What follows belongs to an exercise in optimizing a design on an open flow for small area, a short achievable clock period and few clock cycles per item; a production flow would make more cautious choices.
Power is estimated from default activity; no workload was simulated.

==> run R: inputs <==
==> flow/design.v <==
package swfd_pkg;
    localparam int MAX_WORDS      = 16;
    localparam int RING_DEPTH     = 64;
    localparam int CFG_W          = 5;
    localparam int CNT_W          = $clog2(MAX_WORDS + 1);
    localparam int WIDX_W         = 4;
    localparam int FRAME_OVERHEAD = 9;
    localparam int FRAME_MAX      = FRAME_OVERHEAD + 2 * MAX_WORDS;
    localparam int HIST_DEPTH     = FRAME_MAX;
    localparam int POS_W          = 6;
    localparam logic [15:0] CRC_POLY   = 16'h1021;
    localparam logic [15:0] CRC_INIT   = 16'hFFFF;
    localparam logic [7:0]  FRAME_TYPE = 8'h01;
    localparam logic [7:0]  MARKER     = 8'h00;
    localparam logic [CFG_W-1:0] WORD_COUNT_RESET = 5'd1;
    localparam logic [15:0] CRC_00     = 16'h1D0F;
endpackage
module swfd_ram #(
    parameter int WIDTH = 8,
    parameter int DEPTH = 41
) (
    input  logic                    clk,
    input  logic                    we,
    input  logic                    rot,
    input  logic [WIDTH-1:0]        wdata,
    output logic [DEPTH*WIDTH-1:0]  rdata
);
    logic [WIDTH-1:0] mem [DEPTH];
    always_ff @(posedge clk)
    begin
        if (we)
        begin
            mem[0] <= rot ? mem[DEPTH-1] : wdata;
            for (int i = 1; i < DEPTH; i++)
            begin
                mem[i] <= mem[i-1];
            end
        end
    end
    always_comb
    begin
        for (int i = 0; i < DEPTH; i++)
        begin
            rdata[i*WIDTH +: WIDTH] = mem[i];
        end
    end
endmodule
module swfd_crc_unit (
    input  logic [15:0] crc_in,
    input  logic [7:0]  data_in,
    output logic [15:0] crc_out
);
    logic [15:0] c;
    always_comb
    begin
        c = crc_in ^ {data_in, 8'h00};
        for (int k = 0; k < 8; k++)
        begin
            if (c[15])
            begin
                c = {c[14:0], 1'b0} ^ swfd_pkg::CRC_POLY;
            end
            else
            begin
                c = {c[14:0], 1'b0};
            end
        end
        crc_out = c;
    end
endmodule
module sliding_window_frame_detector_unit (
    input  logic                        clk,
    input  logic                        rst_n,
    input  logic                        in_valid,
    output logic                        in_stall,
    input  logic [7:0]                  rx_byte,
    output logic                        out_valid,
    input  logic                        out_stall,
    output logic                        frame_found,
    output logic [7:0]                  frame_address,
    output logic                        has_word,
    output logic [swfd_pkg::WIDX_W-1:0] word_index,
    output logic [15:0]                 data_word,
    output logic                        last,
    input  logic                        cfg_we,
    input  logic [swfd_pkg::CFG_W-1:0]  cfg_wdata
);
    localparam int HD  = swfd_pkg::HIST_DEPTH;
    localparam int PW  = swfd_pkg::POS_W;
    localparam int CW  = swfd_pkg::CNT_W;
    localparam int WIW = swfd_pkg::WIDX_W;
    localparam int MW  = swfd_pkg::MAX_WORDS;
    logic [swfd_pkg::CFG_W-1:0] word_count_reg;
    logic [CW-1:0]              n_cap;
    assign n_cap = (word_count_reg > 5'(MW)) ? CW'(MW) : CW'(word_count_reg);
    logic          h_v;
    logic [7:0]    h_b;
    logic [CW-1:0] h_n;
    logic          h_zero;           
    logic          h_type;           
    logic          in_stall_reg;
    logic          accept;
    logic          consume_ok;
    logic          consume;
    assign in_stall = in_stall_reg;
    assign accept   = in_valid && !in_stall_reg;
    assign consume  = h_v && consume_ok;
    logic [HD*8-1:0] hist_flat;
    logic [7:0]      hist [HD];
    logic [PW-1:0]   vcnt_reg;       
    logic            replay;         
    swfd_ram #(
        .WIDTH (8),
        .DEPTH (HD)
    ) u_hist (
        .clk   (clk),
        .we    (consume || replay),
        .rot   (replay),
        .wdata (h_b),
        .rdata (hist_flat)
    );
    always_comb
    begin
        for (int i = 0; i < HD; i++)
        begin
            hist[i] = hist_flat[i*8 +: 8];
        end
    end
    logic [7:0]    cur_b;
    logic          cur_zero, cur_type, cur_size;
    logic [CW-1:0] cur_n;
    logic          step;
    logic [3:0]    hz;               
    logic [1:0]    hsz;              
    logic [CW-1:0] s_n;              
    logic [PW-1:0] rc;               
    logic          s_ok;             
    assign step     = consume || replay;
    assign cur_b    = replay ? hist[HD-1] : h_b;
    assign cur_zero = replay ? (hist[HD-1] == swfd_pkg::MARKER) : h_zero;
    assign cur_type = replay ? (hist[HD-1] == swfd_pkg::FRAME_TYPE) : h_type;
    assign cur_size = cur_b[0] && (cur_b >= 8'(swfd_pkg::FRAME_OVERHEAD)) && (cur_b <= 8'(swfd_pkg::FRAME_MAX));
    assign cur_n    = replay ? s_n : h_n;
    logic [7:0]    sz;
    logic          hdr_pat;
    logic          hdr;
    logic [15:0]   hdr_crc;
    logic [15:0]   crc_a, crc_b;
    assign sz      = hist[1];
    assign hdr_pat = hz[3] && hz[2] && hsz[1] && cur_type;
    assign hdr     = hdr_pat && (replay ? (s_ok && rc == {s_n + CW'(2), 1'b0})
                                        : (vcnt_reg >= PW'(4)));
    swfd_crc_unit u_crc_sz (.crc_in(swfd_pkg::CRC_00), .data_in({2'b00, sz[5:1], 1'b1}), .crc_out(crc_a));
    swfd_crc_unit u_crc_ad (.crc_in(crc_a),            .data_in(hist[0]),              .crc_out(crc_b));
    swfd_crc_unit u_crc_ty (.crc_in(crc_b),            .data_in(swfd_pkg::FRAME_TYPE), .crc_out(hdr_crc));
    logic          tv;
    logic [15:0]   tcrc;
    logic [PW-1:0] trem;
    logic [CW-1:0] tn;
    logic [7:0]    taddr;
    logic [15:0]   tupd;
    logic          tchk;
    logic          t_open;           
    logic          trk_good;
    swfd_crc_unit u_crc_trk (.crc_in(tcrc), .data_in(cur_b), .crc_out(tupd));
    always_comb
    begin
        unique case (trem)
            PW'(4):  tchk = (tcrc[7:0]  == cur_b);
            PW'(3):  tchk = (tcrc[15:8] == cur_b);
            PW'(2):  tchk = cur_zero;
            PW'(1):  tchk = 1'b0;
            default: tchk = 1'b1;
        endcase
    end
    assign t_open   = tv && tchk;
    assign trk_good = tv && (trem == PW'(1)) && (tn == cur_n) && cur_zero;
    logic          u_v;
    logic [PW-1:0] u_rem;
    logic [PW-1:0] wide_cnt;
    logic          u_end;
    logic          u_keep;
    logic          trig;
    logic          moved;            
    assign u_end  = u_v && (u_rem == PW'(1));
    assign u_keep = u_v && !u_end;
    assign trig   = h_zero && hz[0] && !trk_good && (u_end || (wide_cnt != '0));
    assign moved  = t_open && (hdr || trig);
    logic            r0_v, r0_sp, r0_good, r0_hasw, r0_last, r0_sh, r0_first;
    logic [MW-1:0]   r0_oh;          
    logic            r1_v, r1_sp, r1_good, r1_hasw, r1_last;
    logic [WIW-1:0]  r1_m;
    logic            out_take;
    logic            r0_issue;
    logic            r0_free;        
    logic            replay_end;
    logic            rp_hasw;
    logic [15:0]     pair0;
    logic [15:0]     word;
    logic            nd_sp, nd_good, nd_hasw, nd_last;
    logic [WIW-1:0]  nd_m;
    assign nd_sp   = trig;
    assign nd_good = trk_good;
    assign nd_hasw = trk_good && (h_n != '0);
    assign nd_last = !nd_hasw || (h_n == CW'(1));
    assign nd_m    = WIW'(h_n - CW'(1));
    assign replay     = r0_v && r0_sp;
    assign replay_end = replay && (rc == '0);
    assign rp_hasw    = trk_good && (s_n != '0);
    assign consume_ok = !r1_v && !(r0_v && (r0_sp || !r0_last));
    assign out_take   = !out_valid || !out_stall;
    assign r0_issue   = out_take && r0_v && !r0_sp;
    assign r0_free    = !r0_v || (r0_issue && r0_last);
    assign pair0 = r0_sh ? {hist[5], hist[6]} : {hist[4], hist[5]};
    always_comb
    begin
        word = r0_oh[0] ? pair0 : 16'h0000;
        for (int m = 1; m < MW; m++)
        begin
            word = word | (r0_oh[m] ? {hist[2*m+4], hist[2*m+5]} : 16'h0000);
        end
    end
    function automatic logic [MW-1:0] onehot(input logic [WIW-1:0] m);
        onehot = '0;
        onehot[m] = 1'b1;
    endfunction
    logic r0_v_n, r0_sp_n, r0_last_n, r1_v_n, h_v_n;
    always_comb
    begin
        r0_v_n    = r0_v;
        r0_sp_n   = r0_sp;
        r0_last_n = r0_last;
        r1_v_n    = r1_v;
        if (r0_free)
        begin
            if (r1_v)
            begin
                r0_v_n    = 1'b1;
                r0_sp_n   = r1_sp;
                r0_last_n = r1_last;
                r1_v_n    = 1'b0;
            end
            else if (consume)
            begin
                r0_v_n    = 1'b1;
                r0_sp_n   = nd_sp;
                r0_last_n = nd_last;
            end
            else
            begin
                r0_v_n    = 1'b0;
            end
        end
        else
        begin
            if (consume)
            begin
                r1_v_n = 1'b1;
            end
            if (r0_issue)
            begin
                r0_last_n = r0_oh[1];
            end
            else if (replay_end)
            begin
                r0_sp_n   = 1'b0;
                r0_last_n = !rp_hasw || (s_n == CW'(1));
            end
        end
        h_v_n = accept || (h_v && !consume);
    end
    logic             found_reg;
    logic [7:0]       faddr_reg;
    logic             has_word_reg;
    logic [WIW-1:0]   widx_reg;
    logic [15:0]      data_reg;
    logic             last_reg;
    always_ff @(posedge clk or negedge rst_n)
    begin
        if (!rst_n)
        begin
            word_count_reg <= swfd_pkg::WORD_COUNT_RESET;
            h_v            <= 1'b0;
            in_stall_reg   <= 1'b0;
            vcnt_reg       <= '0;
            hz             <= '0;
            hsz            <= '0;
            tv             <= 1'b0;
            u_v            <= 1'b0;
            wide_cnt       <= '0;
            r0_v           <= 1'b0;
            r1_v           <= 1'b0;
            out_valid      <= 1'b0;
        end
        else
        begin
            if (cfg_we)
            begin
                word_count_reg <= cfg_wdata;
            end
            h_v          <= h_v_n;
            in_stall_reg <= h_v_n && !(!r1_v_n && !(r0_v_n && (r0_sp_n || !r0_last_n)));
            r0_v         <= r0_v_n;
            r1_v         <= r1_v_n;
            if (step)
            begin
                hz  <= {hz[2:0], cur_zero};
                hsz <= {hsz[0], cur_size};
                tv  <= hdr || (t_open && !(consume && trig));
            end
            if (consume)
            begin
                if (vcnt_reg != '1)
                begin
                    vcnt_reg <= vcnt_reg + PW'(1);
                end
                if (moved && !u_keep)
                begin
                    u_v <= 1'b1;
                end
                else if (u_end)
                begin
                    u_v <= 1'b0;
                end
                if (moved && u_keep)
                begin
                    wide_cnt <= PW'(37);
                end
                else if (wide_cnt != '0)
                begin
                    wide_cnt <= wide_cnt - PW'(1);
                end
            end
            if (out_take)
            begin
                out_valid <= r0_v && !r0_sp;
            end
        end
    end
    always_ff @(posedge clk)
    begin
        if (accept)
        begin
            h_b    <= rx_byte;
            h_n    <= n_cap;
            h_zero <= (rx_byte == swfd_pkg::MARKER);
            h_type <= (rx_byte == swfd_pkg::FRAME_TYPE);
        end
        if (step)
        begin
            if (hdr)
            begin
                tcrc  <= hdr_crc;
                trem  <= PW'(sz - 8'd5);
                tn    <= CW'((sz - 8'(swfd_pkg::FRAME_OVERHEAD)) >> 1);
                taddr <= hist[0];
            end
            else
            begin
                if (trem >= PW'(5))
                begin
                    tcrc <= tupd;
                end
                trem <= trem - PW'(1);
            end
        end
        if (consume)
        begin
            if (moved && !u_keep)
            begin
                u_rem <= trem - PW'(1);
            end
            else
            begin
                u_rem <= u_rem - PW'(1);
            end
        end
        if (consume)
        begin
            rc   <= PW'(HD - 1);
            s_n  <= h_n;
            s_ok <= (vcnt_reg >= PW'(swfd_pkg::FRAME_OVERHEAD - 1) + PW'({h_n, 1'b0}));
        end
        else if (replay)
        begin
            rc <= rc - PW'(1);
        end
        if (r0_free)
        begin
            r0_sh    <= 1'b0;
            r0_first <= 1'b1;
            if (r1_v)
            begin
                r0_sp   <= r1_sp;
                r0_good <= r1_good;
                r0_hasw <= r1_hasw;
                r0_last <= r1_last;
                r0_oh   <= onehot(r1_m);
            end
            else
            begin
                r0_sp   <= nd_sp;
                r0_good <= nd_good;
                r0_hasw <= nd_hasw;
                r0_last <= nd_last;
                r0_oh   <= onehot(nd_m);
            end
        end
        else
        begin
            if (consume)
            begin
                r0_sh <= 1'b1;
            end
            if (r0_issue)
            begin
                r0_first <= 1'b0;
                r0_last  <= r0_oh[1];
                r0_oh    <= r0_oh >> 1;
            end
            else if (replay_end)
            begin
                r0_sp   <= 1'b0;
                r0_good <= trk_good;
                r0_hasw <= rp_hasw;
                r0_last <= !rp_hasw || (s_n == CW'(1));
            end
        end
        if (consume && !r0_free)
        begin
            r1_sp   <= nd_sp;
            r1_good <= nd_good;
            r1_hasw <= nd_hasw;
            r1_last <= nd_last;
            r1_m    <= nd_m;
        end
        if (r0_issue)
        begin
            found_reg    <= r0_good;
            faddr_reg    <= r0_good ? taddr : 8'h00;
            has_word_reg <= r0_hasw;
            widx_reg     <= r0_first ? '0 : widx_reg + WIW'(1);
            data_reg     <= r0_hasw ? word : 16'h0000;
            last_reg     <= r0_last;
        end
    end
    assign frame_found   = found_reg;
    assign frame_address = faddr_reg;
    assign has_word      = has_word_reg;
    assign word_index    = widx_reg;
    assign data_word     = data_reg;
    assign last          = last_reg;
endmodule
==> flow/run.sh <==
#!/bin/bash
# synth_recipe.tcl (not shown) runs the flow's synth.tcl, then flattens the netlist and writes it again
# the make line also repeats each setting of config.mk as NAME=value (left out here)
make -C /OpenROAD-flow-scripts/flow DESIGN_CONFIG=/design/flow/config.mk WORK_HOME=/design/flow/orfs CLKGATE_MAP_FILE= SYNTH_SCRIPT=/design/flow/synth_recipe.tcl finish
==> flow/config.mk <==
export PLATFORM = sky130hd
export DESIGN_NAME = sliding_window_frame_detector_unit
export DESIGN_NICKNAME = sliding_window_frame_detector_unit
export VERILOG_FILES = /design/flow/design.v
export SDC_FILE = /design/flow/constraint.sdc
export NUM_CORES = 4
export LEC_CHECK = 0
export ABC_CLOCK_PERIOD_IN_PS = 2500
export CAP_MARGIN = 20
export CORE_MARGIN = 2
export CORE_UTILIZATION = 40
export CTS_CLUSTER_DIAMETER = 120
export CTS_CLUSTER_SIZE = 24
export SETUP_SLACK_MARGIN = 3.5
export SLEW_MARGIN = 20
==> flow/constraint.sdc <==
create_clock -name core_clock -period 6.0 [get_ports {clk}]
set_input_delay 1.2000 -clock core_clock [delete_from_list [all_inputs] [get_ports {clk}]]
set_output_delay 1.2000 -clock core_clock [all_outputs]
set_load 0.01 [all_outputs]
==> run A (differences from run R) <==
--- a/flow/design.v
+++ b/flow/design.v
@@ -135,10 +135,13 @@
     logic [CW-1:0] s_n;              
     logic [PW-1:0] rc;               
     logic          s_ok;             
+    logic          rp_zero;          
+    logic          rp_type;          
+    logic          rp_at_type;       
     assign step     = consume || replay;
     assign cur_b    = replay ? hist[HD-1] : h_b;
-    assign cur_zero = replay ? (hist[HD-1] == swfd_pkg::MARKER) : h_zero;
-    assign cur_type = replay ? (hist[HD-1] == swfd_pkg::FRAME_TYPE) : h_type;
+    assign cur_zero = replay ? rp_zero : h_zero;
+    assign cur_type = replay ? rp_type : h_type;
     assign cur_size = cur_b[0] && (cur_b >= 8'(swfd_pkg::FRAME_OVERHEAD)) && (cur_b <= 8'(swfd_pkg::FRAME_MAX));
     assign cur_n    = replay ? s_n : h_n;
     logic [7:0]    sz;
@@ -148,8 +151,7 @@
     logic [15:0]   crc_a, crc_b;
     assign sz      = hist[1];
     assign hdr_pat = hz[3] && hz[2] && hsz[1] && cur_type;
-    assign hdr     = hdr_pat && (replay ? (s_ok && rc == {s_n + CW'(2), 1'b0})
-                                        : (vcnt_reg >= PW'(4)));
+    assign hdr     = hdr_pat && (replay ? (s_ok && rp_at_type) : (vcnt_reg >= PW'(4)));
     swfd_crc_unit u_crc_sz (.crc_in(swfd_pkg::CRC_00), .data_in({2'b00, sz[5:1], 1'b1}), .crc_out(crc_a));
     swfd_crc_unit u_crc_ad (.crc_in(crc_a),            .data_in(hist[0]),              .crc_out(crc_b));
     swfd_crc_unit u_crc_ty (.crc_in(crc_b),            .data_in(swfd_pkg::FRAME_TYPE), .crc_out(hdr_crc));
@@ -174,6 +176,17 @@
         endcase
     end
     assign t_open   = tv && tchk;
+    logic          tchk_h;
+    always_comb
+    begin
+        unique case (trem)
+            PW'(4):  tchk_h = (tcrc[7:0]  == h_b);
+            PW'(3):  tchk_h = (tcrc[15:8] == h_b);
+            PW'(2):  tchk_h = h_zero;
+            PW'(1):  tchk_h = 1'b0;
+            default: tchk_h = 1'b1;
+        endcase
+    end
     assign trk_good = tv && (trem == PW'(1)) && (tn == cur_n) && cur_zero;
     logic          u_v;
     logic [PW-1:0] u_rem;
@@ -185,7 +198,7 @@
     assign u_end  = u_v && (u_rem == PW'(1));
     assign u_keep = u_v && !u_end;
     assign trig   = h_zero && hz[0] && !trk_good && (u_end || (wide_cnt != '0));
-    assign moved  = t_open && (hdr || trig);
+    assign moved  = tv && tchk_h && (hdr || trig);
     logic            r0_v, r0_sp, r0_good, r0_hasw, r0_last, r0_sh, r0_first;
     logic [MW-1:0]   r0_oh;          
     logic            r1_v, r1_sp, r1_good, r1_hasw, r1_last;
@@ -348,6 +361,8 @@
         end
         if (step)
         begin
+            rp_zero <= (hist[HD-2] == swfd_pkg::MARKER);
+            rp_type <= (hist[HD-2] == swfd_pkg::FRAME_TYPE);
             if (hdr)
             begin
                 tcrc  <= hdr_crc;
@@ -378,12 +393,14 @@
         if (consume)
         begin
             rc   <= PW'(HD - 1);
+            rp_at_type <= 1'b0;
             s_n  <= h_n;
             s_ok <= (vcnt_reg >= PW'(swfd_pkg::FRAME_OVERHEAD - 1) + PW'({h_n, 1'b0}));
         end
         else if (replay)
         begin
             rc <= rc - PW'(1);
+            rp_at_type <= (rc == {s_n + CW'(2), 1'b0} + PW'(1));
         end
         if (r0_free)
         begin
@@ -443,6 +460,15 @@
             data_reg     <= r0_hasw ? word : 16'h0000;
             last_reg     <= r0_last;
         end
+        else
+        begin
+            found_reg    <= found_reg    & out_valid;
+            faddr_reg    <= faddr_reg    & {8{out_valid}};
+            has_word_reg <= has_word_reg & out_valid;
+            widx_reg     <= widx_reg     & {WIW{out_valid}};
+            data_reg     <= data_reg     & {16{out_valid}};
+            last_reg     <= last_reg     & out_valid;
+        end
     end
     assign frame_found   = found_reg;
     assign frame_address = faddr_reg;
==> comparison table <==
quantity	run A	run R
Run status	complete, no violations	complete, no violations
Post-DP HPWL	28,170 um	27,110 um
Placeable Area	0.04885 mm^2	0.04915 mm^2
Critical path's largest stage delay	590 ps	530 ps
Grt met3 use	0.02268	0.02517
Length of the first detailed-routing pass in iterations	6	5
Final setup margin	3232 ps	3284 ps
DP Area	0.02101 mm^2	0.02119 mm^2
Synth Register Bits	490	487
Synthesized netlist cell count	1,325	1,303
Avg Inst Size Synth	14.93 um^2	15.33 um^2
Worst reg2reg setup slack	3230 ps	3280 ps
Via/cell ratio	5.522	5.466
Worst Hold End	u_hist.mem[2][7]	u_hist.mem[39][6]
Static Leak	7.127 nW	7.977 nW
GRT Total Usage	0.1748	0.1730
Mux cell area share after synthesis	0.02555	0.02430
Wire length per cell	21.72 um	21.93 um
Synth Area in Compound Gates	0.1077	0.09258
XOR/XNOR Fraction of Synth Area	0.05180	0.04999
Final non-clock buffer share	0.04453	0.06420
Fraction of standard cell area that is sequential	0.6322	0.6234
Starting Density	0.4050	0.4064
Post-layout net count	1,439	1,452
Pwr dens	245.7 mW/mm^2	658.0 mW/mm^2
P_sw	1.067 mW	5.673 mW
Worst reg-to-reg path cell count	8	9
Function was not checked in any run of this note: the RTL went through the layout flow alone.

-- what the ideal ports hide --
Ports are ideal in the flow. The routed layouts listed here were re-timed in OpenROAD.
Step 1 (the two cells are an assumption about what drives the block):
set clk [get_ports {clk}]
set_driving_cell -lib_cell sky130_fd_sc_hd__clkbuf_16 $clk
set_driving_cell -lib_cell sky130_fd_sc_hd__buf_2 [delete_from_list [all_inputs] $clk]
Step 2 moves the port delays by t, midway between the first and last clock arrival at a register: inputs arrive t later, outputs are due t later. That takes back most of the time a late clock gives input paths.
Three values: ideal ports, drivers, drivers and shift; two values: the first two.
| run | t, ns | slack for setup (ns) | worst setup path after step 2 |
|---|---|---|---|
| run R | 0.621 | 3.284 / 3.284 / 3.077 | input to register |
| run A | 0.631 | 3.232 / 3.232 / 2.985 | input to register |
After both steps every run listed still meets setup and hold. For run A, which loses most, drivers alone change the setup slack by 0.000 ns; drivers and shift together by -0.247 ns.
